From an optimization exercise on the open Yosys and OpenROAD flow, aimed at small area and a short achievable clock period; shortcuts taken in it are not production practice.
No run shown here included a check of the RTL's function; only the layout flow was run.
Power is estimated from default activity; no workload was simulated.

## flow/design.v (module list and top-level ports; edited modules follow where they fit)
// module dsp_tdm_mac: 149 lines
// module tdm_mac_mul: 1037 lines
// module tdm_mac_top: 22 lines
module tdm_mac_top (
  input  logic               clk,
  input  logic               rst,
  input  logic               ce,
  input  logic               in_valid,
  input  logic [1:0]         in_ch,
  input  logic [1:0]         mode,
  input  logic signed [17:0] a,
  input  logic signed [17:0] b,
  input  logic signed [17:0] d,
  input  logic [7:0]         acc_len,
  output logic               out_valid,
  output logic [1:0]         out_ch,
  output logic signed [39:0] p,
  output logic               ovf
);
  // ...
==> flow/run.sh <==
#!/bin/bash
# synth_recipe.tcl (not shown) runs the flow's synth.tcl, then flattens the netlist and writes it again
# the make line also repeats each setting of config.mk as NAME=value (left out here)
make -C /OpenROAD-flow-scripts/flow DESIGN_CONFIG=/design/flow/config.mk WORK_HOME=/design/flow/orfs CLKGATE_MAP_FILE= SYNTH_SCRIPT=/design/flow/synth_recipe.tcl finish
==> flow/config.mk <==
export PLATFORM = sky130hd
export DESIGN_NAME = tdm_mac_top
export DESIGN_NICKNAME = tdm_mac_top
export VERILOG_FILES = /design/flow/design.v
export SDC_FILE = /design/flow/constraint.sdc
export NUM_CORES = 4
export LEC_CHECK = 0
export CAP_MARGIN = 20
export CORE_MARGIN = 2
export CORE_UTILIZATION = 40
export SLEW_MARGIN = 20
==> flow/constraint.sdc <==
create_clock -name core_clock -period 8.2 [get_ports {clk}]
set_input_delay 1.6400 -clock core_clock [delete_from_list [all_inputs] [get_ports {clk}]]
set_output_delay 1.6400 -clock core_clock [all_outputs]
set_load 0.01 [all_outputs]
==> results.tsv, run 1 <==
metric	value	unit
crit path from	u_mac.oh3_r[0]$_SDFFCE_PP0P_	
All-Layer GR Usage	19.63	%
Peak VDD IR	219.3	uV
DRC	0	
commonest non-fill, non-tap cells in the layout	356 x nand2_1, 347 x edfxtp_1, 267 x a21oi_1	
switching share of total power	40.02	%
initial antenna violation count	0	
Synth area leader	edfxtp_1	
Seq area share	34.17	%
Yosys top cell area share	37.01	%
R2R setup slack	2710	ps
area grow syn2layout	10.81	%
setup TNS	0	ps
finished layout cell area	0.03120	sq mm
post-DR vias/cell	5.688	
Max Clock Freq	0.1820	GHz
critical-path cell list	nor2b_2 > buf_4 > a22oi_1 > nand2_1 > ha_1 > o211ai_1 > o211ai_1 > a211o_1 > a211oi_2 > o2111ai_1 > nand3_1 > nand3_2 > nor2_4 > o21ai_0	
First-pass DRT Iterations	6	
Most flops, register	u_mac.acc_r	
Max FO, Critical Path	36	
Register-to-Register Path Depth	14	
CP max-delay cell	nor2_4	
hold_sp	u_mac.lo2_r[10]$_DFFE_PP_	
status	finished clean	
most frequent cell after synthesis	nand2_1	
worst-skew pair later-pin latency	570	ps
maxcap violations	0	
final std cells w/o fill	3918	
CP dominant cell by count	o211ai_1	
post-synthesis sequential area ratio	37.86	%
Comb power	5.23	mW
post_cts resized	0	
P_seq	2.92	mW
initial core utilization	40.27	%
Largest stage delay, worst path	860	ps
clk sinks	359	
met3 wire length	4490	um
Fill cells	6635	
WHS Endpoint	u_mac.prod3_r[10]$_DFFE_PP_	
==> module dsp_tdm_mac, before the edit <==
module dsp_tdm_mac (
  input  logic               clk,
  input  logic               rst,
  input  logic               ce,
  input  logic               in_valid,
  input  logic [1:0]         in_ch,
  input  logic [1:0]         mode,
  input  logic signed [17:0] a,
  input  logic signed [17:0] b,
  input  logic signed [17:0] d,
  input  logic [7:0]         acc_len,
  output logic               out_valid,
  output logic [1:0]         out_ch,
  output logic signed [39:0] p,
  output logic               ovf
);
  localparam int KLO = 12;            
  localparam int KH  = 37 - KLO;
  logic        sub_s, xsel_s;
  logic [18:0] pre_s;
  assign xsel_s = mode[0] ^ mode[1];   
  assign sub_s  = mode[1];             
  assign pre_s  = (xsel_s ? {d[17], d} : 19'd0) + ({b[17], b} ^ {19{sub_s}}) + 19'(sub_s);
  logic [7:0] cnt1_r [4];
  logic [3:0] cz_r;                    
  logic [7:0] cnt1_s;
  logic       dump_s;
  assign cnt1_s = cz_r[in_ch] ? 8'd1 : cnt1_r[in_ch];
  assign dump_s = (cnt1_s >= acc_len);
  always_ff @(posedge clk) begin
    if (rst) begin
      cz_r <= 4'hf;
    end else if (ce && in_valid) begin
      cz_r[in_ch] <= dump_s;
    end
  end
  always_ff @(posedge clk) begin
    if (ce && in_valid && !rst) begin
      cnt1_r[in_ch] <= cnt1_s + 8'd1;
    end
  end
  logic        v1_r, dump1_r;
  logic [1:0]  ch1_r;
  logic [17:0] a1_r;
  logic [18:0] pre1_r;
  always_ff @(posedge clk) begin
    if (rst) v1_r <= 1'b0;
    else if (ce) v1_r <= in_valid;
  end
  always_ff @(posedge clk) begin
    if (ce) begin
      dump1_r <= dump_s;
      ch1_r   <= in_ch;
      a1_r    <= a;
      pre1_r  <= pre_s;
    end
  end
  logic [KLO-1:0] lo_s;
  logic           ci_s;
  logic [KH-1:0]  hs_s, hc_s;
  tdm_mac_mul u_mul (.a(a1_r), .y(pre1_r), .lo(lo_s), .ci(ci_s), .hs(hs_s), .hc(hc_s));
  logic           v2_r, dump2_r;
  logic [1:0]     ch2_r;
  logic [KLO-1:0] lo2_r;
  logic           ci2_r;
  logic [KH-2:0]  hs2_r, hc2_r;       
  always_ff @(posedge clk) begin
    if (rst) v2_r <= 1'b0;
    else if (ce) v2_r <= v1_r;
  end
  always_ff @(posedge clk) begin
    if (ce) begin
      dump2_r <= dump1_r;
      ch2_r   <= ch1_r;
      lo2_r   <= lo_s;
      ci2_r   <= ci_s;
      hs2_r   <= hs_s[KH-2:0];
      hc2_r   <= hc_s[KH-2:0];
    end
  end
  logic [KH-1:0] hi_s;
  assign hi_s = {hs_s[KH-1], hs2_r} + {hc_s[KH-1], hc2_r} + KH'(ci2_r);
  logic        v3_r, dump3_r;
  logic [3:0]  oh3_r;                 
  logic [36:0] prod3_r;
  always_ff @(posedge clk) begin
    if (rst) v3_r <= 1'b0;
    else if (ce) v3_r <= v2_r;
  end
  always_ff @(posedge clk) begin
    if (ce) begin
      dump3_r <= dump2_r;
      oh3_r   <= 4'b0001 << ch2_r;
      prod3_r <= {hi_s, lo2_r};
    end
  end
  logic [39:0] acc_r [4];
  logic [3:0]  az_r;                  
  logic [3:0]  sticky_r;              
  logic [39:0] acc_s;
  logic [40:0] sum_s;
  logic        ov_s, sticky_s;
  logic [39:0] res_s;
  always_comb begin
    acc_s    = 40'd0;
    sticky_s = 1'b0;
    for (int i = 0; i < 4; i++) begin
      acc_s    = acc_s | (acc_r[i] & {40{oh3_r[i] & !az_r[i]}});
      sticky_s = sticky_s | (sticky_r[i] & oh3_r[i] & !az_r[i]);
    end
    sum_s = {acc_s[39], acc_s} + {{4{prod3_r[36]}}, prod3_r};
    ov_s  = sum_s[40] ^ sum_s[39];
    res_s = ov_s ? {sum_s[40], {39{!sum_s[40]}}} : sum_s[39:0];
  end
  always_ff @(posedge clk) begin
    if (rst) begin
      az_r <= 4'hf;
    end else if (ce && v3_r) begin
      for (int i = 0; i < 4; i++)
        if (oh3_r[i]) az_r[i] <= dump3_r;
    end
  end
  always_ff @(posedge clk) begin
    if (ce && v3_r && !rst) begin
      for (int i = 0; i < 4; i++)
        if (oh3_r[i]) begin
          acc_r[i]    <= res_s;
          sticky_r[i] <= sticky_s | ov_s;
        end
    end
  end
  logic [3:0] ooh_r;                  
  always_ff @(posedge clk) begin
    if (rst) out_valid <= 1'b0;
    else if (ce) out_valid <= v3_r && dump3_r;
  end
  always_ff @(posedge clk) begin
    if (ce) begin
      ooh_r <= oh3_r;
      ovf   <= sticky_s | ov_s;
    end
  end
  always_comb begin
    p = 40'd0;
    for (int i = 0; i < 4; i++)
      p = p | (acc_r[i] & {40{ooh_r[i]}});
  end
  assign out_ch = {ooh_r[3] | ooh_r[2], ooh_r[3] | ooh_r[1]};
endmodule
==> run 2, diff against run 1 <==
==> flow/design.v (replaced) <==
module dsp_tdm_mac (
  input  logic               clk,
  input  logic               rst,
  input  logic               ce,
  input  logic               in_valid,
  input  logic [1:0]         in_ch,
  input  logic [1:0]         mode,
  input  logic signed [17:0] a,
  input  logic signed [17:0] b,
  input  logic signed [17:0] d,
  input  logic [7:0]         acc_len,
  output logic               out_valid,
  output logic [1:0]         out_ch,
  output logic signed [39:0] p,
  output logic               ovf
);
  localparam int KLO = 12;            
  localparam int KH  = 37 - KLO;
  logic [18:0] dpb_s, dmb_s, pre_s;
  assign dpb_s = {d[17], d} + {b[17], b};
  assign dmb_s = {d[17], d} - {b[17], b};
  assign pre_s = (dpb_s & {19{mode == 2'd1}}) | (dmb_s & {19{mode == 2'd2}})
               | ({b[17], b} & {19{!(mode[0] ^ mode[1])}});
  logic [8:0] one_s, two_s, neg_s;
  logic       m3_s;
  assign m3_s = (mode == 2'd3);
  always_comb begin
    for (int i = 0; i < 9; i++) begin
      logic hi, mi, lo;
      hi = a[2*i+1];
      mi = a[2*i];
      lo = (i == 0) ? 1'b0 : a[2*i-1];
      one_s[i] = mi ^ lo;
      two_s[i] = (hi & !mi & !lo) | (!hi & mi & lo);
      neg_s[i] = hi ^ m3_s;
    end
  end
  logic        v1_r;
  logic [1:0]  ch1_r;
  logic [7:0]  len1_r;
  logic [8:0]  one1_r, two1_r, neg1_r;
  logic [18:0] pre1_r;
  always_ff @(posedge clk) begin
    if (rst) v1_r <= 1'b0;
    else if (ce) v1_r <= in_valid;
  end
  always_ff @(posedge clk) begin
    if (ce) begin
      ch1_r   <= in_ch;
      len1_r  <= acc_len;
      one1_r  <= one_s;
      two1_r  <= two_s;
      neg1_r  <= neg_s;
      pre1_r  <= pre_s;
    end
  end
  logic [7:0] cnt1_r [4];
  logic [3:0] cz_r;                    
  logic [7:0] cnt1_s;
  logic       dump_s;
  assign cnt1_s = cz_r[ch1_r] ? 8'd1 : cnt1_r[ch1_r];
  assign dump_s = (cnt1_s >= len1_r);
  always_ff @(posedge clk) begin
    if (rst) begin
      cz_r <= 4'hf;
    end else if (ce && v1_r) begin
      cz_r[ch1_r] <= dump_s;
    end
  end
  always_ff @(posedge clk) begin
    if (ce && v1_r && !rst) begin
      cnt1_r[ch1_r] <= cnt1_s + 8'd1;
    end
  end
  logic [KLO-1:0] lo_s;
  logic           ci_s;
  logic [KH-1:0]  hs_s, hc_s;
  tdm_mac_mul u_mul (.one(one1_r), .two(two1_r), .neg(neg1_r), .y(pre1_r), .lo(lo_s), .ci(ci_s), .hs(hs_s), .hc(hc_s));
  logic           v2_r, dump2_r;
  logic [1:0]     ch2_r;
  logic [KLO-1:0] lo2_r;
  logic           ci2_r;
  logic [KH-2:0]  hs2_r, hc2_r;       
  always_ff @(posedge clk) begin
    if (rst) v2_r <= 1'b0;
    else if (ce) v2_r <= v1_r;
  end
  always_ff @(posedge clk) begin
    if (ce) begin
      dump2_r <= dump_s;
      ch2_r   <= ch1_r;
      lo2_r   <= lo_s;
      ci2_r   <= ci_s;
      hs2_r   <= hs_s[KH-2:0];
      hc2_r   <= hc_s[KH-2:0];
    end
  end
  logic [KH-1:0] hi_s;
  assign hi_s = {hs_s[KH-1], hs2_r} + {hc_s[KH-1], hc2_r} + KH'(ci2_r);
  logic        v3_r, dump3_r;
  logic [3:0]  oh3_r;                 
  logic [3:0]  sel3_r;                
  logic [3:0]  oh2_s, az_nxt_s;
  assign oh2_s = 4'b0001 << ch2_r;
  logic [36:0] prod3_r;
  always_ff @(posedge clk) begin
    if (rst) v3_r <= 1'b0;
    else if (ce) v3_r <= v2_r;
  end
  always_ff @(posedge clk) begin
    if (ce) begin
      dump3_r <= dump2_r;
      oh3_r   <= oh2_s;
      sel3_r  <= oh2_s & ~az_nxt_s;
      prod3_r <= {hi_s, lo2_r};
    end
  end
  logic [39:0] acc_r [4];
  logic [3:0]  az_r;                  
  logic [3:0]  sticky_r;              
  logic [39:0] acc_s;
  logic [40:0] sum_s;
  logic        ov_s, sticky_s;
  logic [39:0] res_s;
  always_comb begin
    acc_s    = 40'd0;
    sticky_s = 1'b0;
    for (int i = 0; i < 4; i++) begin
      acc_s    = acc_s | (acc_r[i] & {40{sel3_r[i]}});
      sticky_s = sticky_s | (sticky_r[i] & sel3_r[i]);
    end
    sum_s = {2'b00, acc_s[38:0]} + {2'b00, prod3_r[36], prod3_r[36], prod3_r};
    ov_s  = (acc_s[39] ~^ prod3_r[36]) & (acc_s[39] ^ sum_s[39]);
    res_s = ov_s ? {acc_s[39], {39{!acc_s[39]}}}
                 : {acc_s[39] ^ prod3_r[36] ^ sum_s[39], sum_s[38:0]};
  end
  always_comb begin
    for (int i = 0; i < 4; i++)
      az_nxt_s[i] = (v3_r && oh3_r[i]) ? dump3_r : az_r[i];
  end
  always_ff @(posedge clk) begin
    if (rst) begin
      az_r <= 4'hf;
    end else if (ce && v3_r) begin
      for (int i = 0; i < 4; i++)
        if (oh3_r[i]) az_r[i] <= dump3_r;
    end
  end
  always_ff @(posedge clk) begin
    if (ce && v3_r && !rst) begin
      for (int i = 0; i < 4; i++)
        if (oh3_r[i]) begin
          acc_r[i]    <= res_s;
          sticky_r[i] <= sticky_s | ov_s;
        end
    end
  end
  logic [3:0] ooh_r;                  
  always_ff @(posedge clk) begin
    if (rst) out_valid <= 1'b0;
    else if (ce) out_valid <= v3_r && dump3_r;
  end
  always_ff @(posedge clk) begin
    if (ce) begin
      ooh_r <= oh3_r;
      ovf   <= sticky_s | ov_s;
    end
  end
  always_comb begin
    p = 40'd0;
    for (int i = 0; i < 4; i++)
      p = p | (acc_r[i] & {40{ooh_r[i]}});
  end
  assign out_ch = {ooh_r[3] | ooh_r[2], ooh_r[3] | ooh_r[1]};
endmodule
module tdm_mac_mul (
  input  logic [8:0]  one,
  input  logic [8:0]  two,
  input  logic [8:0]  neg,
  input  logic [18:0] y,
  output logic [11:0] lo,
  output logic        ci,
  output logic [24:0] hs,
  output logic [24:0] hc
);
  logic pp0_0;
  logic pp0_1;
  logic pp0_2;
  logic pp0_3;
  logic pp0_4;
  logic pp0_5;
  logic pp0_6;
  logic pp0_7;
  logic pp0_8;
  logic pp0_9;
  logic pp0_10;
  logic pp0_11;
  logic pp0_12;
  logic pp0_13;
  logic pp0_14;
  logic pp0_15;
  logic pp0_16;
  logic pp0_17;
  logic pp0_18;
  logic pp0_19;
  logic pp1_0;
  logic pp1_1;
  logic pp1_2;
  logic pp1_3;
  logic pp1_4;
  logic pp1_5;
  logic pp1_6;
  logic pp1_7;
  logic pp1_8;
  logic pp1_9;
  logic pp1_10;
  logic pp1_11;
  logic pp1_12;
  logic pp1_13;
  logic pp1_14;
  logic pp1_15;
  logic pp1_16;
  logic pp1_17;
  logic pp1_18;
  logic pp1_19;
  logic pp2_0;
  logic pp2_1;
  logic pp2_2;
  logic pp2_3;
  logic pp2_4;
  logic pp2_5;
  logic pp2_6;
  logic pp2_7;
  logic pp2_8;
  logic pp2_9;
  logic pp2_10;
  logic pp2_11;
  logic pp2_12;
  logic pp2_13;
  logic pp2_14;
  logic pp2_15;
  logic pp2_16;
  logic pp2_17;
  logic pp2_18;
  logic pp2_19;
  logic pp3_0;
  logic pp3_1;
  logic pp3_2;
  logic pp3_3;
  logic pp3_4;
  logic pp3_5;
  logic pp3_6;
  logic pp3_7;
  logic pp3_8;
  logic pp3_9;
  logic pp3_10;
  logic pp3_11;
  logic pp3_12;
  logic pp3_13;
  logic pp3_14;
  logic pp3_15;
  logic pp3_16;
  logic pp3_17;
  logic pp3_18;
  logic pp3_19;
  logic pp4_0;
  logic pp4_1;
  logic pp4_2;
  logic pp4_3;
  logic pp4_4;
  logic pp4_5;
  logic pp4_6;
  logic pp4_7;
  logic pp4_8;
  logic pp4_9;
  logic pp4_10;
  logic pp4_11;
  logic pp4_12;
  logic pp4_13;
  logic pp4_14;
  logic pp4_15;
  logic pp4_16;
  logic pp4_17;
  logic pp4_18;
  logic pp4_19;
  logic pp5_0;
  logic pp5_1;
  logic pp5_2;
  logic pp5_3;
  logic pp5_4;
  logic pp5_5;
  logic pp5_6;
  logic pp5_7;
  logic pp5_8;
  logic pp5_9;
  logic pp5_10;
  logic pp5_11;
  logic pp5_12;
  logic pp5_13;
  logic pp5_14;
  logic pp5_15;
  logic pp5_16;
  logic pp5_17;
  logic pp5_18;
  logic pp5_19;
  logic pp6_0;
  logic pp6_1;
  logic pp6_2;
  logic pp6_3;
  logic pp6_4;
  logic pp6_5;
  logic pp6_6;
  logic pp6_7;
  logic pp6_8;
  logic pp6_9;
  logic pp6_10;
  logic pp6_11;
  logic pp6_12;
  logic pp6_13;
  logic pp6_14;
  logic pp6_15;
  logic pp6_16;
  logic pp6_17;
  logic pp6_18;
  logic pp6_19;
  logic pp7_0;
  logic pp7_1;
  logic pp7_2;
  logic pp7_3;
  logic pp7_4;
  logic pp7_5;
  logic pp7_6;
  logic pp7_7;
  logic pp7_8;
  logic pp7_9;
  logic pp7_10;
  logic pp7_11;
  logic pp7_12;
  logic pp7_13;
  logic pp7_14;
  logic pp7_15;
  logic pp7_16;
  logic pp7_17;
  logic pp7_18;
  logic pp7_19;
  logic pp8_0;
  logic pp8_1;
  logic pp8_2;
  logic pp8_3;
  logic pp8_4;
  logic pp8_5;
  logic pp8_6;
  logic pp8_7;
  logic pp8_8;
  logic pp8_9;
  logic pp8_10;
  logic pp8_11;
  logic pp8_12;
  logic pp8_13;
  logic pp8_14;
  logic pp8_15;
  logic pp8_16;
  logic pp8_17;
  logic pp8_18;
  logic pp8_19;
  logic pp0_s;
  logic s1;
  logic c2;
  logic s3;
  logic c4;
  logic s5;
  logic c6;
  logic s7;
  logic c8;
  logic s9;
  logic c10;
  logic s11;
  logic c12;
  logic s13;
  logic c14;
  logic s15;
  logic c16;
  logic s17;
  logic c18;
  logic s19;
  logic c20;
  logic s21;
  logic c22;
  logic s23;
  logic c24;
  logic s25;
  logic c26;
  logic s27;
  logic c28;
  logic s29;
  logic c30;
  logic s31;
  logic c32;
  logic s33;
  logic c34;
  logic s35;
  logic c36;
  logic s37;
  logic c38;
  logic s39;
  logic c40;
  logic s41;
  logic c42;
  logic s43;
  logic c44;
  logic s45;
  logic c46;
  logic s47;
  logic c48;
  logic s49;
  logic c50;
  logic s51;
  logic c52;
  logic s53;
  logic c54;
  logic s55;
  logic c56;
  logic s57;
  logic c58;
  logic s59;
  logic c60;
  logic s61;
  logic c62;
  logic s63;
  logic c64;
  logic s65;
  logic c66;
  logic s67;
  logic c68;
  logic s69;
  logic c70;
  logic s71;
  logic c72;
  logic s73;
  logic c74;
  logic s75;
  logic c76;
  logic s77;
  logic c78;
  logic s79;
  logic c80;
  logic s81;
  logic c82;
  logic s83;
  logic c84;
  logic s85;
  logic c86;
  logic s87;
  logic c88;
  logic s89;
  logic c90;
  logic s91;
  logic c92;
  logic s93;
  logic c94;
  logic s95;
  logic c96;
  logic s97;
  logic c98;
  logic s99;
  logic c100;
  logic s101;
  logic c102;
  logic s103;
  logic c104;
  logic s105;
  logic c106;
  logic s107;
  logic c108;
  logic s109;
  logic c110;
  logic s111;
  logic c112;
  logic s113;
  logic c114;
  logic s115;
  logic c116;
  logic s117;
  logic c118;
  logic s119;
  logic c120;
  logic s121;
  logic c122;
  logic s123;
  logic c124;
  logic s125;
  logic c126;
  logic s127;
  logic c128;
  logic s129;
  logic c130;
  logic s131;
  logic c132;
  logic s133;
  logic c134;
  logic s135;
  logic c136;
  logic s137;
  logic c138;
  logic s139;
  logic c140;
  logic s141;
  logic c142;
  logic s143;
  logic c144;
  logic s145;
  logic c146;
  logic s147;
  logic c148;
  logic s149;
  logic c150;
  logic s151;
  logic c152;
  logic s153;
  logic c154;
  logic s155;
  logic c156;
  logic s157;
  logic c158;
  logic s159;
  logic c160;
  logic s161;
  logic c162;
  logic s163;
  logic c164;
  logic s165;
  logic c166;
  logic s167;
  logic c168;
  logic s169;
  logic c170;
  logic s171;
  logic c172;
  logic s173;
  logic c174;
  logic s175;
  logic c176;
  logic s177;
  logic c178;
  logic s179;
  logic c180;
  logic s181;
  logic c182;
  logic s183;
  logic c184;
  logic s185;
  logic c186;
  logic s187;
  logic c188;
  logic s189;
  logic c190;
  logic s191;
  logic c192;
  logic s193;
  logic c194;
  logic s195;
  logic c196;
  logic s197;
  logic c198;
  logic s199;
  logic c200;
  logic s201;
  logic c202;
  logic s203;
  logic c204;
  logic s205;
  logic c206;
  logic s207;
  logic c208;
  logic s209;
  logic c210;
  logic s211;
  logic c212;
  logic s213;
  logic c214;
  logic s215;
  logic c216;
  logic s217;
  logic c218;
  logic s219;
  logic c220;
  logic s221;
  logic c222;
  logic s223;
  logic c224;
  logic s225;
  logic c226;
  logic s227;
  logic c228;
  logic s229;
  logic c230;
  logic s231;
  logic c232;
  logic s233;
  logic c234;
  logic s235;
  logic c236;
  logic s237;
  logic c238;
  logic s239;
  logic c240;
  logic s241;
  logic c242;
  logic s243;
  logic c244;
  logic s245;
  logic c246;
  logic s247;
  logic c248;
  logic s249;
  logic c250;
  logic s251;
  logic c252;
  logic s253;
  logic c254;
  logic s255;
  logic c256;
  logic s257;
  logic c258;
  logic s259;
  logic c260;
  logic s261;
  logic c262;
  logic s263;
  logic c264;
  logic s265;
  logic c266;
  logic s267;
  logic c268;
  logic s269;
  logic c270;
  logic s271;
  logic c272;
  logic s273;
  logic c274;
  logic s275;
  logic c276;
  logic s277;
  logic c278;
  logic s279;
  logic c280;
  logic s281;
  logic c282;
  logic s283;
  logic c284;
  logic s285;
  logic c286;
  logic s287;
  logic c288;
  logic s289;
  logic c290;
  logic s291;
  logic c292;
  logic s293;
  logic c294;
  logic s295;
  logic c296;
  logic s297;
  logic c298;
  logic s299;
  logic c300;
  logic s301;
  logic c302;
  logic s303;
  logic c304;
  logic s305;
  logic c306;
  assign pp0_0 = ((one[0] & y[0]) | (two[0] & 1'b0)) ^ neg[0];
  assign pp0_1 = ((one[0] & y[1]) | (two[0] & y[0])) ^ neg[0];
  assign pp0_2 = ((one[0] & y[2]) | (two[0] & y[1])) ^ neg[0];
  assign pp0_3 = ((one[0] & y[3]) | (two[0] & y[2])) ^ neg[0];
  assign pp0_4 = ((one[0] & y[4]) | (two[0] & y[3])) ^ neg[0];
  assign pp0_5 = ((one[0] & y[5]) | (two[0] & y[4])) ^ neg[0];
  assign pp0_6 = ((one[0] & y[6]) | (two[0] & y[5])) ^ neg[0];
  assign pp0_7 = ((one[0] & y[7]) | (two[0] & y[6])) ^ neg[0];
  assign pp0_8 = ((one[0] & y[8]) | (two[0] & y[7])) ^ neg[0];
  assign pp0_9 = ((one[0] & y[9]) | (two[0] & y[8])) ^ neg[0];
  assign pp0_10 = ((one[0] & y[10]) | (two[0] & y[9])) ^ neg[0];
  assign pp0_11 = ((one[0] & y[11]) | (two[0] & y[10])) ^ neg[0];
  assign pp0_12 = ((one[0] & y[12]) | (two[0] & y[11])) ^ neg[0];
  assign pp0_13 = ((one[0] & y[13]) | (two[0] & y[12])) ^ neg[0];
  assign pp0_14 = ((one[0] & y[14]) | (two[0] & y[13])) ^ neg[0];
  assign pp0_15 = ((one[0] & y[15]) | (two[0] & y[14])) ^ neg[0];
  assign pp0_16 = ((one[0] & y[16]) | (two[0] & y[15])) ^ neg[0];
  assign pp0_17 = ((one[0] & y[17]) | (two[0] & y[16])) ^ neg[0];
  assign pp0_18 = ((one[0] & y[18]) | (two[0] & y[17])) ^ neg[0];
  assign pp0_19 = ~(((one[0] & y[18]) | (two[0] & y[18])) ^ neg[0]);
  assign pp1_0 = ((one[1] & y[0]) | (two[1] & 1'b0)) ^ neg[1];
  assign pp1_1 = ((one[1] & y[1]) | (two[1] & y[0])) ^ neg[1];
  assign pp1_2 = ((one[1] & y[2]) | (two[1] & y[1])) ^ neg[1];
  assign pp1_3 = ((one[1] & y[3]) | (two[1] & y[2])) ^ neg[1];
  assign pp1_4 = ((one[1] & y[4]) | (two[1] & y[3])) ^ neg[1];
  assign pp1_5 = ((one[1] & y[5]) | (two[1] & y[4])) ^ neg[1];
  assign pp1_6 = ((one[1] & y[6]) | (two[1] & y[5])) ^ neg[1];
  assign pp1_7 = ((one[1] & y[7]) | (two[1] & y[6])) ^ neg[1];
  assign pp1_8 = ((one[1] & y[8]) | (two[1] & y[7])) ^ neg[1];
  assign pp1_9 = ((one[1] & y[9]) | (two[1] & y[8])) ^ neg[1];
  assign pp1_10 = ((one[1] & y[10]) | (two[1] & y[9])) ^ neg[1];
  assign pp1_11 = ((one[1] & y[11]) | (two[1] & y[10])) ^ neg[1];
  assign pp1_12 = ((one[1] & y[12]) | (two[1] & y[11])) ^ neg[1];
  assign pp1_13 = ((one[1] & y[13]) | (two[1] & y[12])) ^ neg[1];
  assign pp1_14 = ((one[1] & y[14]) | (two[1] & y[13])) ^ neg[1];
  assign pp1_15 = ((one[1] & y[15]) | (two[1] & y[14])) ^ neg[1];
  assign pp1_16 = ((one[1] & y[16]) | (two[1] & y[15])) ^ neg[1];
  assign pp1_17 = ((one[1] & y[17]) | (two[1] & y[16])) ^ neg[1];
  assign pp1_18 = ((one[1] & y[18]) | (two[1] & y[17])) ^ neg[1];
  assign pp1_19 = ~(((one[1] & y[18]) | (two[1] & y[18])) ^ neg[1]);
  assign pp2_0 = ((one[2] & y[0]) | (two[2] & 1'b0)) ^ neg[2];
  assign pp2_1 = ((one[2] & y[1]) | (two[2] & y[0])) ^ neg[2];
  assign pp2_2 = ((one[2] & y[2]) | (two[2] & y[1])) ^ neg[2];
  assign pp2_3 = ((one[2] & y[3]) | (two[2] & y[2])) ^ neg[2];
  assign pp2_4 = ((one[2] & y[4]) | (two[2] & y[3])) ^ neg[2];
  assign pp2_5 = ((one[2] & y[5]) | (two[2] & y[4])) ^ neg[2];
  assign pp2_6 = ((one[2] & y[6]) | (two[2] & y[5])) ^ neg[2];
  assign pp2_7 = ((one[2] & y[7]) | (two[2] & y[6])) ^ neg[2];
  assign pp2_8 = ((one[2] & y[8]) | (two[2] & y[7])) ^ neg[2];
  assign pp2_9 = ((one[2] & y[9]) | (two[2] & y[8])) ^ neg[2];
  assign pp2_10 = ((one[2] & y[10]) | (two[2] & y[9])) ^ neg[2];
  assign pp2_11 = ((one[2] & y[11]) | (two[2] & y[10])) ^ neg[2];
  assign pp2_12 = ((one[2] & y[12]) | (two[2] & y[11])) ^ neg[2];
  assign pp2_13 = ((one[2] & y[13]) | (two[2] & y[12])) ^ neg[2];
  assign pp2_14 = ((one[2] & y[14]) | (two[2] & y[13])) ^ neg[2];
  assign pp2_15 = ((one[2] & y[15]) | (two[2] & y[14])) ^ neg[2];
  assign pp2_16 = ((one[2] & y[16]) | (two[2] & y[15])) ^ neg[2];
  assign pp2_17 = ((one[2] & y[17]) | (two[2] & y[16])) ^ neg[2];
  assign pp2_18 = ((one[2] & y[18]) | (two[2] & y[17])) ^ neg[2];
  assign pp2_19 = ~(((one[2] & y[18]) | (two[2] & y[18])) ^ neg[2]);
  assign pp3_0 = ((one[3] & y[0]) | (two[3] & 1'b0)) ^ neg[3];
  assign pp3_1 = ((one[3] & y[1]) | (two[3] & y[0])) ^ neg[3];
  assign pp3_2 = ((one[3] & y[2]) | (two[3] & y[1])) ^ neg[3];
  assign pp3_3 = ((one[3] & y[3]) | (two[3] & y[2])) ^ neg[3];
  assign pp3_4 = ((one[3] & y[4]) | (two[3] & y[3])) ^ neg[3];
  assign pp3_5 = ((one[3] & y[5]) | (two[3] & y[4])) ^ neg[3];
  assign pp3_6 = ((one[3] & y[6]) | (two[3] & y[5])) ^ neg[3];
  assign pp3_7 = ((one[3] & y[7]) | (two[3] & y[6])) ^ neg[3];
  assign pp3_8 = ((one[3] & y[8]) | (two[3] & y[7])) ^ neg[3];
  assign pp3_9 = ((one[3] & y[9]) | (two[3] & y[8])) ^ neg[3];
  assign pp3_10 = ((one[3] & y[10]) | (two[3] & y[9])) ^ neg[3];
  assign pp3_11 = ((one[3] & y[11]) | (two[3] & y[10])) ^ neg[3];
  assign pp3_12 = ((one[3] & y[12]) | (two[3] & y[11])) ^ neg[3];
  assign pp3_13 = ((one[3] & y[13]) | (two[3] & y[12])) ^ neg[3];
  assign pp3_14 = ((one[3] & y[14]) | (two[3] & y[13])) ^ neg[3];
  assign pp3_15 = ((one[3] & y[15]) | (two[3] & y[14])) ^ neg[3];
  assign pp3_16 = ((one[3] & y[16]) | (two[3] & y[15])) ^ neg[3];
  assign pp3_17 = ((one[3] & y[17]) | (two[3] & y[16])) ^ neg[3];
  assign pp3_18 = ((one[3] & y[18]) | (two[3] & y[17])) ^ neg[3];
  assign pp3_19 = ~(((one[3] & y[18]) | (two[3] & y[18])) ^ neg[3]);
  assign pp4_0 = ((one[4] & y[0]) | (two[4] & 1'b0)) ^ neg[4];
  assign pp4_1 = ((one[4] & y[1]) | (two[4] & y[0])) ^ neg[4];
  assign pp4_2 = ((one[4] & y[2]) | (two[4] & y[1])) ^ neg[4];
  assign pp4_3 = ((one[4] & y[3]) | (two[4] & y[2])) ^ neg[4];
  assign pp4_4 = ((one[4] & y[4]) | (two[4] & y[3])) ^ neg[4];
  assign pp4_5 = ((one[4] & y[5]) | (two[4] & y[4])) ^ neg[4];
  assign pp4_6 = ((one[4] & y[6]) | (two[4] & y[5])) ^ neg[4];
  assign pp4_7 = ((one[4] & y[7]) | (two[4] & y[6])) ^ neg[4];
  assign pp4_8 = ((one[4] & y[8]) | (two[4] & y[7])) ^ neg[4];
  assign pp4_9 = ((one[4] & y[9]) | (two[4] & y[8])) ^ neg[4];
  assign pp4_10 = ((one[4] & y[10]) | (two[4] & y[9])) ^ neg[4];
  assign pp4_11 = ((one[4] & y[11]) | (two[4] & y[10])) ^ neg[4];
  assign pp4_12 = ((one[4] & y[12]) | (two[4] & y[11])) ^ neg[4];
  assign pp4_13 = ((one[4] & y[13]) | (two[4] & y[12])) ^ neg[4];
  assign pp4_14 = ((one[4] & y[14]) | (two[4] & y[13])) ^ neg[4];
  assign pp4_15 = ((one[4] & y[15]) | (two[4] & y[14])) ^ neg[4];
  assign pp4_16 = ((one[4] & y[16]) | (two[4] & y[15])) ^ neg[4];
  assign pp4_17 = ((one[4] & y[17]) | (two[4] & y[16])) ^ neg[4];
  assign pp4_18 = ((one[4] & y[18]) | (two[4] & y[17])) ^ neg[4];
  assign pp4_19 = ~(((one[4] & y[18]) | (two[4] & y[18])) ^ neg[4]);
  assign pp5_0 = ((one[5] & y[0]) | (two[5] & 1'b0)) ^ neg[5];
  assign pp5_1 = ((one[5] & y[1]) | (two[5] & y[0])) ^ neg[5];
  assign pp5_2 = ((one[5] & y[2]) | (two[5] & y[1])) ^ neg[5];
  assign pp5_3 = ((one[5] & y[3]) | (two[5] & y[2])) ^ neg[5];
  assign pp5_4 = ((one[5] & y[4]) | (two[5] & y[3])) ^ neg[5];
  assign pp5_5 = ((one[5] & y[5]) | (two[5] & y[4])) ^ neg[5];
  assign pp5_6 = ((one[5] & y[6]) | (two[5] & y[5])) ^ neg[5];
  assign pp5_7 = ((one[5] & y[7]) | (two[5] & y[6])) ^ neg[5];
  assign pp5_8 = ((one[5] & y[8]) | (two[5] & y[7])) ^ neg[5];
  assign pp5_9 = ((one[5] & y[9]) | (two[5] & y[8])) ^ neg[5];
  assign pp5_10 = ((one[5] & y[10]) | (two[5] & y[9])) ^ neg[5];
  assign pp5_11 = ((one[5] & y[11]) | (two[5] & y[10])) ^ neg[5];
  assign pp5_12 = ((one[5] & y[12]) | (two[5] & y[11])) ^ neg[5];
  assign pp5_13 = ((one[5] & y[13]) | (two[5] & y[12])) ^ neg[5];
  assign pp5_14 = ((one[5] & y[14]) | (two[5] & y[13])) ^ neg[5];
  assign pp5_15 = ((one[5] & y[15]) | (two[5] & y[14])) ^ neg[5];
  assign pp5_16 = ((one[5] & y[16]) | (two[5] & y[15])) ^ neg[5];
  assign pp5_17 = ((one[5] & y[17]) | (two[5] & y[16])) ^ neg[5];
  assign pp5_18 = ((one[5] & y[18]) | (two[5] & y[17])) ^ neg[5];
  assign pp5_19 = ~(((one[5] & y[18]) | (two[5] & y[18])) ^ neg[5]);
  assign pp6_0 = ((one[6] & y[0]) | (two[6] & 1'b0)) ^ neg[6];
  assign pp6_1 = ((one[6] & y[1]) | (two[6] & y[0])) ^ neg[6];
  assign pp6_2 = ((one[6] & y[2]) | (two[6] & y[1])) ^ neg[6];
  assign pp6_3 = ((one[6] & y[3]) | (two[6] & y[2])) ^ neg[6];
  assign pp6_4 = ((one[6] & y[4]) | (two[6] & y[3])) ^ neg[6];
  assign pp6_5 = ((one[6] & y[5]) | (two[6] & y[4])) ^ neg[6];
  assign pp6_6 = ((one[6] & y[6]) | (two[6] & y[5])) ^ neg[6];
  assign pp6_7 = ((one[6] & y[7]) | (two[6] & y[6])) ^ neg[6];
  assign pp6_8 = ((one[6] & y[8]) | (two[6] & y[7])) ^ neg[6];
  assign pp6_9 = ((one[6] & y[9]) | (two[6] & y[8])) ^ neg[6];
  assign pp6_10 = ((one[6] & y[10]) | (two[6] & y[9])) ^ neg[6];
  assign pp6_11 = ((one[6] & y[11]) | (two[6] & y[10])) ^ neg[6];
  assign pp6_12 = ((one[6] & y[12]) | (two[6] & y[11])) ^ neg[6];
  assign pp6_13 = ((one[6] & y[13]) | (two[6] & y[12])) ^ neg[6];
  assign pp6_14 = ((one[6] & y[14]) | (two[6] & y[13])) ^ neg[6];
  assign pp6_15 = ((one[6] & y[15]) | (two[6] & y[14])) ^ neg[6];
  assign pp6_16 = ((one[6] & y[16]) | (two[6] & y[15])) ^ neg[6];
  assign pp6_17 = ((one[6] & y[17]) | (two[6] & y[16])) ^ neg[6];
  assign pp6_18 = ((one[6] & y[18]) | (two[6] & y[17])) ^ neg[6];
  assign pp6_19 = ~(((one[6] & y[18]) | (two[6] & y[18])) ^ neg[6]);
  assign pp7_0 = ((one[7] & y[0]) | (two[7] & 1'b0)) ^ neg[7];
  assign pp7_1 = ((one[7] & y[1]) | (two[7] & y[0])) ^ neg[7];
  assign pp7_2 = ((one[7] & y[2]) | (two[7] & y[1])) ^ neg[7];
  assign pp7_3 = ((one[7] & y[3]) | (two[7] & y[2])) ^ neg[7];
  assign pp7_4 = ((one[7] & y[4]) | (two[7] & y[3])) ^ neg[7];
  assign pp7_5 = ((one[7] & y[5]) | (two[7] & y[4])) ^ neg[7];
  assign pp7_6 = ((one[7] & y[6]) | (two[7] & y[5])) ^ neg[7];
  assign pp7_7 = ((one[7] & y[7]) | (two[7] & y[6])) ^ neg[7];
  assign pp7_8 = ((one[7] & y[8]) | (two[7] & y[7])) ^ neg[7];
  assign pp7_9 = ((one[7] & y[9]) | (two[7] & y[8])) ^ neg[7];
  assign pp7_10 = ((one[7] & y[10]) | (two[7] & y[9])) ^ neg[7];
  assign pp7_11 = ((one[7] & y[11]) | (two[7] & y[10])) ^ neg[7];
  assign pp7_12 = ((one[7] & y[12]) | (two[7] & y[11])) ^ neg[7];
  assign pp7_13 = ((one[7] & y[13]) | (two[7] & y[12])) ^ neg[7];
  assign pp7_14 = ((one[7] & y[14]) | (two[7] & y[13])) ^ neg[7];
  assign pp7_15 = ((one[7] & y[15]) | (two[7] & y[14])) ^ neg[7];
  assign pp7_16 = ((one[7] & y[16]) | (two[7] & y[15])) ^ neg[7];
  assign pp7_17 = ((one[7] & y[17]) | (two[7] & y[16])) ^ neg[7];
  assign pp7_18 = ((one[7] & y[18]) | (two[7] & y[17])) ^ neg[7];
  assign pp7_19 = ~(((one[7] & y[18]) | (two[7] & y[18])) ^ neg[7]);
  assign pp8_0 = ((one[8] & y[0]) | (two[8] & 1'b0)) ^ neg[8];
  assign pp8_1 = ((one[8] & y[1]) | (two[8] & y[0])) ^ neg[8];
  assign pp8_2 = ((one[8] & y[2]) | (two[8] & y[1])) ^ neg[8];
  assign pp8_3 = ((one[8] & y[3]) | (two[8] & y[2])) ^ neg[8];
  assign pp8_4 = ((one[8] & y[4]) | (two[8] & y[3])) ^ neg[8];
  assign pp8_5 = ((one[8] & y[5]) | (two[8] & y[4])) ^ neg[8];
  assign pp8_6 = ((one[8] & y[6]) | (two[8] & y[5])) ^ neg[8];
  assign pp8_7 = ((one[8] & y[7]) | (two[8] & y[6])) ^ neg[8];
  assign pp8_8 = ((one[8] & y[8]) | (two[8] & y[7])) ^ neg[8];
  assign pp8_9 = ((one[8] & y[9]) | (two[8] & y[8])) ^ neg[8];
  assign pp8_10 = ((one[8] & y[10]) | (two[8] & y[9])) ^ neg[8];
  assign pp8_11 = ((one[8] & y[11]) | (two[8] & y[10])) ^ neg[8];
  assign pp8_12 = ((one[8] & y[12]) | (two[8] & y[11])) ^ neg[8];
  assign pp8_13 = ((one[8] & y[13]) | (two[8] & y[12])) ^ neg[8];
  assign pp8_14 = ((one[8] & y[14]) | (two[8] & y[13])) ^ neg[8];
  assign pp8_15 = ((one[8] & y[15]) | (two[8] & y[14])) ^ neg[8];
  assign pp8_16 = ((one[8] & y[16]) | (two[8] & y[15])) ^ neg[8];
  assign pp8_17 = ((one[8] & y[17]) | (two[8] & y[16])) ^ neg[8];
  assign pp8_18 = ((one[8] & y[18]) | (two[8] & y[17])) ^ neg[8];
  assign pp8_19 = ~(((one[8] & y[18]) | (two[8] & y[18])) ^ neg[8]);
  assign pp0_s = ~pp0_19;
  assign s1 = pp0_16 ^ pp1_14;
  assign c2 = pp0_16 & pp1_14;
  assign s3 = pp0_17 ^ pp1_15;
  assign c4 = pp0_17 & pp1_15;
  assign s5 = pp0_18 ^ pp1_16;
  assign c6 = pp0_18 & pp1_16;
  assign s7 = pp1_17 ^ pp2_15;
  assign c8 = pp1_17 & pp2_15;
  assign s9 = pp1_18 ^ pp2_16;
  assign c10 = pp1_18 & pp2_16;
  assign s11 = pp1_19 ^ pp2_17;
  assign c12 = pp1_19 & pp2_17;
  assign s13 = pp0_10 ^ pp1_8;
  assign c14 = pp0_10 & pp1_8;
  assign s15 = pp0_11 ^ pp1_9;
  assign c16 = pp0_11 & pp1_9;
  assign s17 = pp0_12 ^ pp1_10 ^ pp2_8;
  assign c18 = (pp0_12 & pp1_10) | (pp0_12 & pp2_8) | (pp1_10 & pp2_8);
  assign s19 = pp3_6 ^ pp4_4;
  assign c20 = pp3_6 & pp4_4;
  assign s21 = pp0_13 ^ pp1_11 ^ pp2_9;
  assign c22 = (pp0_13 & pp1_11) | (pp0_13 & pp2_9) | (pp1_11 & pp2_9);
  assign s23 = pp3_7 ^ pp4_5;
  assign c24 = pp3_7 & pp4_5;
  assign s25 = pp0_14 ^ pp1_12 ^ pp2_10;
  assign c26 = (pp0_14 & pp1_12) | (pp0_14 & pp2_10) | (pp1_12 & pp2_10);
  assign s27 = pp3_8 ^ pp4_6 ^ pp5_4;
  assign c28 = (pp3_8 & pp4_6) | (pp3_8 & pp5_4) | (pp4_6 & pp5_4);
  assign s29 = pp6_2 ^ pp7_0;
  assign c30 = pp6_2 & pp7_0;
  assign s31 = pp0_15 ^ pp1_13 ^ pp2_11;
  assign c32 = (pp0_15 & pp1_13) | (pp0_15 & pp2_11) | (pp1_13 & pp2_11);
  assign s33 = pp3_9 ^ pp4_7 ^ pp5_5;
  assign c34 = (pp3_9 & pp4_7) | (pp3_9 & pp5_5) | (pp4_7 & pp5_5);
  assign s35 = pp6_3 ^ pp7_1;
  assign c36 = pp6_3 & pp7_1;
  assign s37 = s1 ^ pp2_12 ^ pp3_10;
  assign c38 = (s1 & pp2_12) | (s1 & pp3_10) | (pp2_12 & pp3_10);
  assign s39 = pp4_8 ^ pp5_6 ^ pp6_4;
  assign c40 = (pp4_8 & pp5_6) | (pp4_8 & pp6_4) | (pp5_6 & pp6_4);
  assign s41 = pp7_2 ^ pp8_0 ^ neg[8];
  assign c42 = (pp7_2 & pp8_0) | (pp7_2 & neg[8]) | (pp8_0 & neg[8]);
  assign s43 = c2 ^ s3 ^ pp2_13;
  assign c44 = (c2 & s3) | (c2 & pp2_13) | (s3 & pp2_13);
  assign s45 = pp3_11 ^ pp4_9 ^ pp5_7;
  assign c46 = (pp3_11 & pp4_9) | (pp3_11 & pp5_7) | (pp4_9 & pp5_7);
  assign s47 = pp6_5 ^ pp7_3 ^ pp8_1;
  assign c48 = (pp6_5 & pp7_3) | (pp6_5 & pp8_1) | (pp7_3 & pp8_1);
  assign s49 = c4 ^ s5 ^ pp2_14;
  assign c50 = (c4 & s5) | (c4 & pp2_14) | (s5 & pp2_14);
  assign s51 = pp3_12 ^ pp4_10 ^ pp5_8;
  assign c52 = (pp3_12 & pp4_10) | (pp3_12 & pp5_8) | (pp4_10 & pp5_8);
  assign s53 = pp6_6 ^ pp7_4 ^ pp8_2;
  assign c54 = (pp6_6 & pp7_4) | (pp6_6 & pp8_2) | (pp7_4 & pp8_2);
  assign s55 = c6 ^ s7 ^ pp3_13;
  assign c56 = (c6 & s7) | (c6 & pp3_13) | (s7 & pp3_13);
  assign s57 = pp4_11 ^ pp5_9 ^ pp6_7;
  assign c58 = (pp4_11 & pp5_9) | (pp4_11 & pp6_7) | (pp5_9 & pp6_7);
  assign s59 = pp7_5 ^ pp8_3 ^ pp0_s;
  assign c60 = (pp7_5 & pp8_3) | (pp7_5 & pp0_s) | (pp8_3 & pp0_s);
  assign s61 = c8 ^ s9 ^ pp3_14;
  assign c62 = (c8 & s9) | (c8 & pp3_14) | (s9 & pp3_14);
  assign s63 = pp4_12 ^ pp5_10 ^ pp6_8;
  assign c64 = (pp4_12 & pp5_10) | (pp4_12 & pp6_8) | (pp5_10 & pp6_8);
  assign s65 = pp7_6 ^ pp8_4 ^ pp0_s;
  assign c66 = (pp7_6 & pp8_4) | (pp7_6 & pp0_s) | (pp8_4 & pp0_s);
  assign s67 = c10 ^ s11 ^ pp3_15;
  assign c68 = (c10 & s11) | (c10 & pp3_15) | (s11 & pp3_15);
  assign s69 = pp4_13 ^ pp5_11 ^ pp6_9;
  assign c70 = (pp4_13 & pp5_11) | (pp4_13 & pp6_9) | (pp5_11 & pp6_9);
  assign s71 = pp7_7 ^ pp8_5 ^ pp0_19;
  assign c72 = (pp7_7 & pp8_5) | (pp7_7 & pp0_19) | (pp8_5 & pp0_19);
  assign s73 = c12 ^ pp2_18 ^ pp3_16;
  assign c74 = (c12 & pp2_18) | (c12 & pp3_16) | (pp2_18 & pp3_16);
  assign s75 = pp4_14 ^ pp5_12 ^ pp6_10;
  assign c76 = (pp4_14 & pp5_12) | (pp4_14 & pp6_10) | (pp5_12 & pp6_10);
  assign s77 = pp7_8 ^ pp8_6 ^ 1'b1;
  assign c78 = (pp7_8 & pp8_6) | (pp7_8 & 1'b1) | (pp8_6 & 1'b1);
  assign s79 = pp2_19 ^ pp3_17 ^ pp4_15;
  assign c80 = (pp2_19 & pp3_17) | (pp2_19 & pp4_15) | (pp3_17 & pp4_15);
  assign s81 = pp5_13 ^ pp6_11 ^ pp7_9;
  assign c82 = (pp5_13 & pp6_11) | (pp5_13 & pp7_9) | (pp6_11 & pp7_9);
  assign s83 = pp3_18 ^ pp4_16 ^ pp5_14;
  assign c84 = (pp3_18 & pp4_16) | (pp3_18 & pp5_14) | (pp4_16 & pp5_14);
  assign s85 = pp6_12 ^ pp7_10;
  assign c86 = pp6_12 & pp7_10;
  assign s87 = pp3_19 ^ pp4_17 ^ pp5_15;
  assign c88 = (pp3_19 & pp4_17) | (pp3_19 & pp5_15) | (pp4_17 & pp5_15);
  assign s89 = pp4_18 ^ pp5_16;
  assign c90 = pp4_18 & pp5_16;
  assign s91 = pp0_6 ^ pp1_4;
  assign c92 = pp0_6 & pp1_4;
  assign s93 = pp0_7 ^ pp1_5;
  assign c94 = pp0_7 & pp1_5;
  assign s95 = pp0_8 ^ pp1_6 ^ pp2_4;
  assign c96 = (pp0_8 & pp1_6) | (pp0_8 & pp2_4) | (pp1_6 & pp2_4);
  assign s97 = pp3_2 ^ pp4_0;
  assign c98 = pp3_2 & pp4_0;
  assign s99 = pp0_9 ^ pp1_7 ^ pp2_5;
  assign c100 = (pp0_9 & pp1_7) | (pp0_9 & pp2_5) | (pp1_7 & pp2_5);
  assign s101 = pp3_3 ^ pp4_1;
  assign c102 = pp3_3 & pp4_1;
  assign s103 = s13 ^ pp2_6 ^ pp3_4;
  assign c104 = (s13 & pp2_6) | (s13 & pp3_4) | (pp2_6 & pp3_4);
  assign s105 = pp4_2 ^ pp5_0 ^ neg[5];
  assign c106 = (pp4_2 & pp5_0) | (pp4_2 & neg[5]) | (pp5_0 & neg[5]);
  assign s107 = c14 ^ s15 ^ pp2_7;
  assign c108 = (c14 & s15) | (c14 & pp2_7) | (s15 & pp2_7);
  assign s109 = pp3_5 ^ pp4_3 ^ pp5_1;
  assign c110 = (pp3_5 & pp4_3) | (pp3_5 & pp5_1) | (pp4_3 & pp5_1);
  assign s111 = c16 ^ s17 ^ s19;
  assign c112 = (c16 & s17) | (c16 & s19) | (s17 & s19);
  assign s113 = pp5_2 ^ pp6_0 ^ neg[6];
  assign c114 = (pp5_2 & pp6_0) | (pp5_2 & neg[6]) | (pp6_0 & neg[6]);
  assign s115 = c18 ^ c20 ^ s21;
  assign c116 = (c18 & c20) | (c18 & s21) | (c20 & s21);
  assign s117 = s23 ^ pp5_3 ^ pp6_1;
  assign c118 = (s23 & pp5_3) | (s23 & pp6_1) | (pp5_3 & pp6_1);
  assign s119 = c22 ^ c24 ^ s25;
  assign c120 = (c22 & c24) | (c22 & s25) | (c24 & s25);
  assign s121 = s27 ^ s29 ^ neg[7];
  assign c122 = (s27 & s29) | (s27 & neg[7]) | (s29 & neg[7]);
  assign s123 = c26 ^ c28 ^ c30;
  assign c124 = (c26 & c28) | (c26 & c30) | (c28 & c30);
  assign s125 = s31 ^ s33 ^ s35;
  assign c126 = (s31 & s33) | (s31 & s35) | (s33 & s35);
  assign s127 = c32 ^ c34 ^ c36;
  assign c128 = (c32 & c34) | (c32 & c36) | (c34 & c36);
  assign s129 = s37 ^ s39 ^ s41;
  assign c130 = (s37 & s39) | (s37 & s41) | (s39 & s41);
  assign s131 = c38 ^ c40 ^ c42;
  assign c132 = (c38 & c40) | (c38 & c42) | (c40 & c42);
  assign s133 = s43 ^ s45 ^ s47;
  assign c134 = (s43 & s45) | (s43 & s47) | (s45 & s47);
  assign s135 = c44 ^ c46 ^ c48;
  assign c136 = (c44 & c46) | (c44 & c48) | (c46 & c48);
  assign s137 = s49 ^ s51 ^ s53;
  assign c138 = (s49 & s51) | (s49 & s53) | (s51 & s53);
  assign s139 = c50 ^ c52 ^ c54;
  assign c140 = (c50 & c52) | (c50 & c54) | (c52 & c54);
  assign s141 = s55 ^ s57 ^ s59;
  assign c142 = (s55 & s57) | (s55 & s59) | (s57 & s59);
  assign s143 = c56 ^ c58 ^ c60;
  assign c144 = (c56 & c58) | (c56 & c60) | (c58 & c60);
  assign s145 = s61 ^ s63 ^ s65;
  assign c146 = (s61 & s63) | (s61 & s65) | (s63 & s65);
  assign s147 = c62 ^ c64 ^ c66;
  assign c148 = (c62 & c64) | (c62 & c66) | (c64 & c66);
  assign s149 = s67 ^ s69 ^ s71;
  assign c150 = (s67 & s69) | (s67 & s71) | (s69 & s71);
  assign s151 = c68 ^ c70 ^ c72;
  assign c152 = (c68 & c70) | (c68 & c72) | (c70 & c72);
  assign s153 = s73 ^ s75 ^ s77;
  assign c154 = (s73 & s75) | (s73 & s77) | (s75 & s77);
  assign s155 = c74 ^ c76 ^ c78;
  assign c156 = (c74 & c76) | (c74 & c78) | (c76 & c78);
  assign s157 = s79 ^ s81 ^ pp8_7;
  assign c158 = (s79 & s81) | (s79 & pp8_7) | (s81 & pp8_7);
  assign s159 = c80 ^ c82 ^ s83;
  assign c160 = (c80 & c82) | (c80 & s83) | (c82 & s83);
  assign s161 = s85 ^ pp8_8 ^ 1'b1;
  assign c162 = (s85 & pp8_8) | (s85 & 1'b1) | (pp8_8 & 1'b1);
  assign s163 = c84 ^ c86 ^ s87;
  assign c164 = (c84 & c86) | (c84 & s87) | (c86 & s87);
  assign s165 = pp6_13 ^ pp7_11 ^ pp8_9;
  assign c166 = (pp6_13 & pp7_11) | (pp6_13 & pp8_9) | (pp7_11 & pp8_9);
  assign s167 = c88 ^ s89 ^ pp6_14;
  assign c168 = (c88 & s89) | (c88 & pp6_14) | (s89 & pp6_14);
  assign s169 = pp7_12 ^ pp8_10 ^ 1'b1;
  assign c170 = (pp7_12 & pp8_10) | (pp7_12 & 1'b1) | (pp8_10 & 1'b1);
  assign s171 = c90 ^ pp4_19 ^ pp5_17;
  assign c172 = (c90 & pp4_19) | (c90 & pp5_17) | (pp4_19 & pp5_17);
  assign s173 = pp6_15 ^ pp7_13 ^ pp8_11;
  assign c174 = (pp6_15 & pp7_13) | (pp6_15 & pp8_11) | (pp7_13 & pp8_11);
  assign s175 = pp5_18 ^ pp6_16 ^ pp7_14;
  assign c176 = (pp5_18 & pp6_16) | (pp5_18 & pp7_14) | (pp6_16 & pp7_14);
  assign s177 = pp8_12 ^ 1'b1;
  assign c178 = pp8_12 & 1'b1;
  assign s179 = pp5_19 ^ pp6_17 ^ pp7_15;
  assign c180 = (pp5_19 & pp6_17) | (pp5_19 & pp7_15) | (pp6_17 & pp7_15);
  assign s181 = pp6_18 ^ pp7_16;
  assign c182 = pp6_18 & pp7_16;
  assign s183 = pp0_4 ^ pp1_2;
  assign c184 = pp0_4 & pp1_2;
  assign s185 = pp0_5 ^ pp1_3;
  assign c186 = pp0_5 & pp1_3;
  assign s187 = s91 ^ pp2_2 ^ pp3_0;
  assign c188 = (s91 & pp2_2) | (s91 & pp3_0) | (pp2_2 & pp3_0);
  assign s189 = c92 ^ s93 ^ pp2_3;
  assign c190 = (c92 & s93) | (c92 & pp2_3) | (s93 & pp2_3);
  assign s191 = c94 ^ s95 ^ s97;
  assign c192 = (c94 & s95) | (c94 & s97) | (s95 & s97);
  assign s193 = c96 ^ c98 ^ s99;
  assign c194 = (c96 & c98) | (c96 & s99) | (c98 & s99);
  assign s195 = c100 ^ c102 ^ s103;
  assign c196 = (c100 & c102) | (c100 & s103) | (c102 & s103);
  assign s197 = c104 ^ c106 ^ s107;
  assign c198 = (c104 & c106) | (c104 & s107) | (c106 & s107);
  assign s199 = c108 ^ c110 ^ s111;
  assign c200 = (c108 & c110) | (c108 & s111) | (c110 & s111);
  assign s201 = c112 ^ c114 ^ s115;
  assign c202 = (c112 & c114) | (c112 & s115) | (c114 & s115);
  assign s203 = c116 ^ c118 ^ s119;
  assign c204 = (c116 & c118) | (c116 & s119) | (c118 & s119);
  assign s205 = c120 ^ c122 ^ s123;
  assign c206 = (c120 & c122) | (c120 & s123) | (c122 & s123);
  assign s207 = c124 ^ c126 ^ s127;
  assign c208 = (c124 & c126) | (c124 & s127) | (c126 & s127);
  assign s209 = c128 ^ c130 ^ s131;
  assign c210 = (c128 & c130) | (c128 & s131) | (c130 & s131);
  assign s211 = c132 ^ c134 ^ s135;
  assign c212 = (c132 & c134) | (c132 & s135) | (c134 & s135);
  assign s213 = c136 ^ c138 ^ s139;
  assign c214 = (c136 & c138) | (c136 & s139) | (c138 & s139);
  assign s215 = c140 ^ c142 ^ s143;
  assign c216 = (c140 & c142) | (c140 & s143) | (c142 & s143);
  assign s217 = c144 ^ c146 ^ s147;
  assign c218 = (c144 & c146) | (c144 & s147) | (c146 & s147);
  assign s219 = c148 ^ c150 ^ s151;
  assign c220 = (c148 & c150) | (c148 & s151) | (c150 & s151);
  assign s221 = c152 ^ c154 ^ s155;
  assign c222 = (c152 & c154) | (c152 & s155) | (c154 & s155);
  assign s223 = c156 ^ c158 ^ s159;
  assign c224 = (c156 & c158) | (c156 & s159) | (c158 & s159);
  assign s225 = c160 ^ c162 ^ s163;
  assign c226 = (c160 & c162) | (c160 & s163) | (c162 & s163);
  assign s227 = c164 ^ c166 ^ s167;
  assign c228 = (c164 & c166) | (c164 & s167) | (c166 & s167);
  assign s229 = c168 ^ c170 ^ s171;
  assign c230 = (c168 & c170) | (c168 & s171) | (c170 & s171);
  assign s231 = c172 ^ c174 ^ s175;
  assign c232 = (c172 & c174) | (c172 & s175) | (c174 & s175);
  assign s233 = c176 ^ c178 ^ s179;
  assign c234 = (c176 & c178) | (c176 & s179) | (c178 & s179);
  assign s235 = c180 ^ s181 ^ pp8_14;
  assign c236 = (c180 & s181) | (c180 & pp8_14) | (s181 & pp8_14);
  assign s237 = c182 ^ pp6_19 ^ pp7_17;
  assign c238 = (c182 & pp6_19) | (c182 & pp7_17) | (pp6_19 & pp7_17);
  assign s239 = pp7_18 ^ pp8_16;
  assign c240 = pp7_18 & pp8_16;
  assign s241 = pp0_2 ^ pp1_0;
  assign c242 = pp0_2 & pp1_0;
  assign s243 = pp0_3 ^ pp1_1;
  assign c244 = pp0_3 & pp1_1;
  assign s245 = s183 ^ pp2_0 ^ neg[2];
  assign c246 = (s183 & pp2_0) | (s183 & neg[2]) | (pp2_0 & neg[2]);
  assign s247 = c184 ^ s185 ^ pp2_1;
  assign c248 = (c184 & s185) | (c184 & pp2_1) | (s185 & pp2_1);
  assign s249 = c186 ^ s187 ^ neg[3];
  assign c250 = (c186 & s187) | (c186 & neg[3]) | (s187 & neg[3]);
  assign s251 = c188 ^ s189 ^ pp3_1;
  assign c252 = (c188 & s189) | (c188 & pp3_1) | (s189 & pp3_1);
  assign s253 = c190 ^ s191 ^ neg[4];
  assign c254 = (c190 & s191) | (c190 & neg[4]) | (s191 & neg[4]);
  assign s255 = c192 ^ s193 ^ s101;
  assign c256 = (c192 & s193) | (c192 & s101) | (s193 & s101);
  assign s257 = c194 ^ s195 ^ s105;
  assign c258 = (c194 & s195) | (c194 & s105) | (s195 & s105);
  assign s259 = c196 ^ s197 ^ s109;
  assign c260 = (c196 & s197) | (c196 & s109) | (s197 & s109);
  assign s261 = c198 ^ s199 ^ s113;
  assign c262 = (c198 & s199) | (c198 & s113) | (s199 & s113);
  assign s263 = c200 ^ s201 ^ s117;
  assign c264 = (c200 & s201) | (c200 & s117) | (s201 & s117);
  assign s265 = c202 ^ s203 ^ s121;
  assign c266 = (c202 & s203) | (c202 & s121) | (s203 & s121);
  assign s267 = c204 ^ s205 ^ s125;
  assign c268 = (c204 & s205) | (c204 & s125) | (s205 & s125);
  assign s269 = c206 ^ s207 ^ s129;
  assign c270 = (c206 & s207) | (c206 & s129) | (s207 & s129);
  assign s271 = c208 ^ s209 ^ s133;
  assign c272 = (c208 & s209) | (c208 & s133) | (s209 & s133);
  assign s273 = c210 ^ s211 ^ s137;
  assign c274 = (c210 & s211) | (c210 & s137) | (s211 & s137);
  assign s275 = c212 ^ s213 ^ s141;
  assign c276 = (c212 & s213) | (c212 & s141) | (s213 & s141);
  assign s277 = c214 ^ s215 ^ s145;
  assign c278 = (c214 & s215) | (c214 & s145) | (s215 & s145);
  assign s279 = c216 ^ s217 ^ s149;
  assign c280 = (c216 & s217) | (c216 & s149) | (s217 & s149);
  assign s281 = c218 ^ s219 ^ s153;
  assign c282 = (c218 & s219) | (c218 & s153) | (s219 & s153);
  assign s283 = c220 ^ s221 ^ s157;
  assign c284 = (c220 & s221) | (c220 & s157) | (s221 & s157);
  assign s285 = c222 ^ s223 ^ s161;
  assign c286 = (c222 & s223) | (c222 & s161) | (s223 & s161);
  assign s287 = c224 ^ s225 ^ s165;
  assign c288 = (c224 & s225) | (c224 & s165) | (s225 & s165);
  assign s289 = c226 ^ s227 ^ s169;
  assign c290 = (c226 & s227) | (c226 & s169) | (s227 & s169);
  assign s291 = c228 ^ s229 ^ s173;
  assign c292 = (c228 & s229) | (c228 & s173) | (s229 & s173);
  assign s293 = c230 ^ s231 ^ s177;
  assign c294 = (c230 & s231) | (c230 & s177) | (s231 & s177);
  assign s295 = c232 ^ s233 ^ pp8_13;
  assign c296 = (c232 & s233) | (c232 & pp8_13) | (s233 & pp8_13);
  assign s297 = c234 ^ s235 ^ 1'b1;
  assign c298 = (c234 & s235) | (c234 & 1'b1) | (s235 & 1'b1);
  assign s299 = c236 ^ s237 ^ pp8_15;
  assign c300 = (c236 & s237) | (c236 & pp8_15) | (s237 & pp8_15);
  assign s301 = c238 ^ s239 ^ 1'b1;
  assign c302 = (c238 & s239) | (c238 & 1'b1) | (s239 & 1'b1);
  assign s303 = c240 ^ pp7_19 ^ pp8_17;
  assign c304 = (c240 & pp7_19) | (c240 & pp8_17) | (pp7_19 & pp8_17);
  assign s305 = pp8_18 ^ 1'b1;
  assign c306 = pp8_18 & 1'b1;
  logic [12:0] lo_sum;
  assign lo_sum = {1'b0, c258, c256, c254, c252, c250, c248, c246, c244, c242, s241, pp0_1, pp0_0} + {1'b0, s259, s257, s255, s253, s251, s249, s247, s245, s243, neg[1], 1'b0, neg[0]};
  assign lo = lo_sum[11:0];
  assign ci = lo_sum[12];
  assign hs = {1'b1, c306, c304, c302, c300, c298, c296, c294, c292, c290, c288, c286, c284, c282, c280, c278, c276, c274, c272, c270, c268, c266, c264, c262, c260};
  assign hc = {1'b0, pp8_19, s305, s303, s301, s299, s297, s295, s293, s291, s289, s287, s285, s283, s281, s279, s277, s275, s273, s271, s269, s267, s265, s263, s261};
endmodule
module tdm_mac_top (
  input  logic               clk,
  input  logic               rst,
  input  logic               ce,
  input  logic               in_valid,
  input  logic [1:0]         in_ch,
  input  logic [1:0]         mode,
  input  logic signed [17:0] a,
  input  logic signed [17:0] b,
  input  logic signed [17:0] d,
  input  logic [7:0]         acc_len,
  output logic               out_valid,
  output logic [1:0]         out_ch,
  output logic signed [39:0] p,
  output logic               ovf
);
  dsp_tdm_mac u_mac (
    .clk(clk), .rst(rst), .ce(ce), .in_valid(in_valid), .in_ch(in_ch), .mode(mode),
    .a(a), .b(b), .d(d), .acc_len(acc_len),
    .out_valid(out_valid), .out_ch(out_ch), .p(p), .ovf(ovf)
  );
endmodule
==> results.tsv, run 2 <==
metric	value	unit	change
status	finished clean		
post_cts resized	0		unchanged
DRC	0		unchanged
finished layout cell area	0.02957	sq mm	-5.2%
post-DR vias/cell	5.625		-1.1%
R2R setup slack	3560	ps	+850 ps
Peak VDD IR	258.8	uV	+18%
clk sinks	381		+6.1%
metal2 WL	30620	um	
most frequent cell after synthesis	edfxtp_1		
CP required	8540	ps	
placed cell areas	0.02818	sq mm	
flops & latches, synth	381		
Worst Setup End Kind	register		
Tmin final	4643	ps	
Max Clock Freq	0.2154	GHz	+18%
Fill cells	5988		-9.8%
Die ar.	0.06811	sq mm	
met3 wire length	3846	um	-14%
gr ovfl total	0		
commonest non-fill, non-tap cells in the layout	367 x edfxtp_1, 326 x a22oi_1, 212 x inv_1		
routability cong.	0.8534		
Crit Reg-Reg Endpoint	u_mac.acc_r[2][36]$_DFFE_PP_		
CTS tree	done		
first-pass GRT wire length	103000	um	
Largest regs	u_mac.acc_r (160), u_mac.prod3_r (37), u_mac.cnt1_r (32)		
hold_sp	u_mac.lo2_r[3]$_DFFE_PP_		
register area	0.01130	sq mm	
initial antenna violation count	0		unchanged
worst-skew pair later-pin latency	560	ps	about the same
Register-to-Register Path Depth	15		+1
share of cells above drive strength 1	4.862	%	
warnings from Yosys	2		
Nets	2747		
met1 WL	28590	um	
Fin. Hold Viols	0		
All-Layer GR Usage	18.87	%	-0.76 points
area grow syn2layout	11.92	%	
Yosys top cell area share	41.72	%	+4.7 points
post-synthesis sequential area ratio	42.78	%	+4.9 points
Post-synth ARST share	0	%	
initial core utilization	40.25	%	about the same
row cnt	94		
WHS Endpoint	u_mac.prod3_r[3]$_DFFE_PP_		
final hold slack	416.1	ps	
Core Util, Final	45.05	%	
# setup viols final	0		
post-DP HPWL	43040	um	
Tightest Pin Transition	946.0	ps	
setup TNS	0	ps	unchanged
Synth area leader	edfxtp_1		
CORE AREA	0.06563	sq mm	
antenna viol nets, final	0		
DRT iter0 DRCs	1385		
pwr dens	362.1	mW/mm^2	
CTS root buffer	clkbuf_16		
Most flops, register	u_mac.acc_r		
Mean Syn Cell Area	11.14	sq um	
# hold bufs at CTS	0		
First-pass DRT Iterations	6		unchanged
Max FO, Critical Path	41		+14%
maxcap violations	0		unchanged
hold path depth	0		
Post-Place Setup Slack	3056	ps	
Synth Flop Type	edfxtp_1		
RSZ-0062 raised after global routing	no		
Post-synth top cells	367 x edfxtp_1, 326 x a22oi_1, 212 x inv_1, 160 x xnor2_1, 157 x ha_1		
total clock buffers created by CTS	42		
Reg clk slew, reported paths	60	ps	
vias in the first global route	18900		
worst path arrival time	4980	ps	
==> run 2: cell count changes after synthesis, moves of 27 or more <==
| cell | change |
|---|---|
| nor2b_1 | -53 |
| a21oi_1 | -176 |
| a22oi_1 | +112 |
| o22ai_1 | -59 |
| a221oi_1 | -37 |
| buf_1 | -27 |
| nor2_1 | -114 |
| o21ai_0 | -62 |
| clkbuf_1 | -86 |
| xnor2_1 | +101 |
| nand2_1 | -203 |
| xor2_1 | +50 |
| maj3_1 | -58 |
==> run 2: metal layers <==
layer | vias up | GRT usage, %
met4 | 0 | 5.287
met5 | - | 0
met3 | 115 | 2.681
met2 | 641 | 31.54
li1 | 8694 | -
met1 | 9061 | 25.69
==> run 2: cells by family (layout without fill, tap and decap cells) <==
family / count (synthesis) / count (layout) / synth area share [%]
xor+xnor: 268 / 268 / 8.886
flops: 381 / 381 / 42.78
buf+inv: 370 / 425 / 5.395
simple gates: 358 / 358 / 6.451
compound gates: 695 / 695 / 18.51
mux: 19 / 19 / 1.151
fa+ha+maj: 281 / 281 / 16.83
==> run 2: worst max-delay path by stage <==
stage | endpoint | slack [ps] | start | cells past startpoint
2_1_floorplan | u_mac.lo2_r[11]$_DFFE_PP_ | 3950 | u_mac.neg1_r[0]$_DFFE_PP_ | 13
3_5_place_dp | u_mac.pre1_r[18]$_DFFE_PP_ | 3060 | b[0] | 14
4_1_cts | u_mac.acc_r[2][38]$_DFFE_PP_ | 3560 | u_mac.sel3_r[0]$_DFFE_PP_ | 15
5_1_grt | u_mac.acc_r[0][36]$_DFFE_PP_ | 3140 | u_mac.sel3_r[2]$_DFFE_PP_ | 15
3_3_place_gp | u_mac.pre1_r[18]$_DFFE_PP_ | 3150 | b[0] | 14
6_report | u_mac.acc_r[2][36]$_DFFE_PP_ | 3560 | u_mac.sel3_r[3]$_DFFE_PP_ | 15
==> run 2: critical path, cell delays in order (launching register included) <==
cell	delay (ps)
edfxtp_1	350
buf_4	300
a22oi_1	240
nand2_1	130
ha_1	270
fa_1	440
a21oi_1	210
o22ai_1	170
o2111ai_1	340
a31oi_1	230
a2111oi_0	500
nor2_1	220
a221oi_1	430
o21ai_1	130
xnor2_1	130
o21ai_0	300
==> run 2: final cells by class <==
cell class | count | area share (%)
repair buffers | 137 | 4.499
clock inverters | 25 | 0.8421
multi-input cells | 1621 | 46.35
inverters | 213 | 2.704
well taps | 864 | 3.656
flip-flops and latches | 381 | 38.22
clock buffers | 50 | 3.728
==> run 2: power breakdown <==
part / internal [mW] / switching (mW)
Combinational: 2.39 / 3.15
Clock: 1.09 / 0.759
Sequential: 3.07 / 0.252
Total: 6.55 / 4.16
==> run 2: stage by stage <==
step / std cells / power, mW
finish: 3291 / 10.71
global route: 3291 / 11.71
CTS: 3289 / 10.78
detailed placement: 3214 / 8.890
global placement: 3214 / 8.712
floorplan: 2372 / 7.385
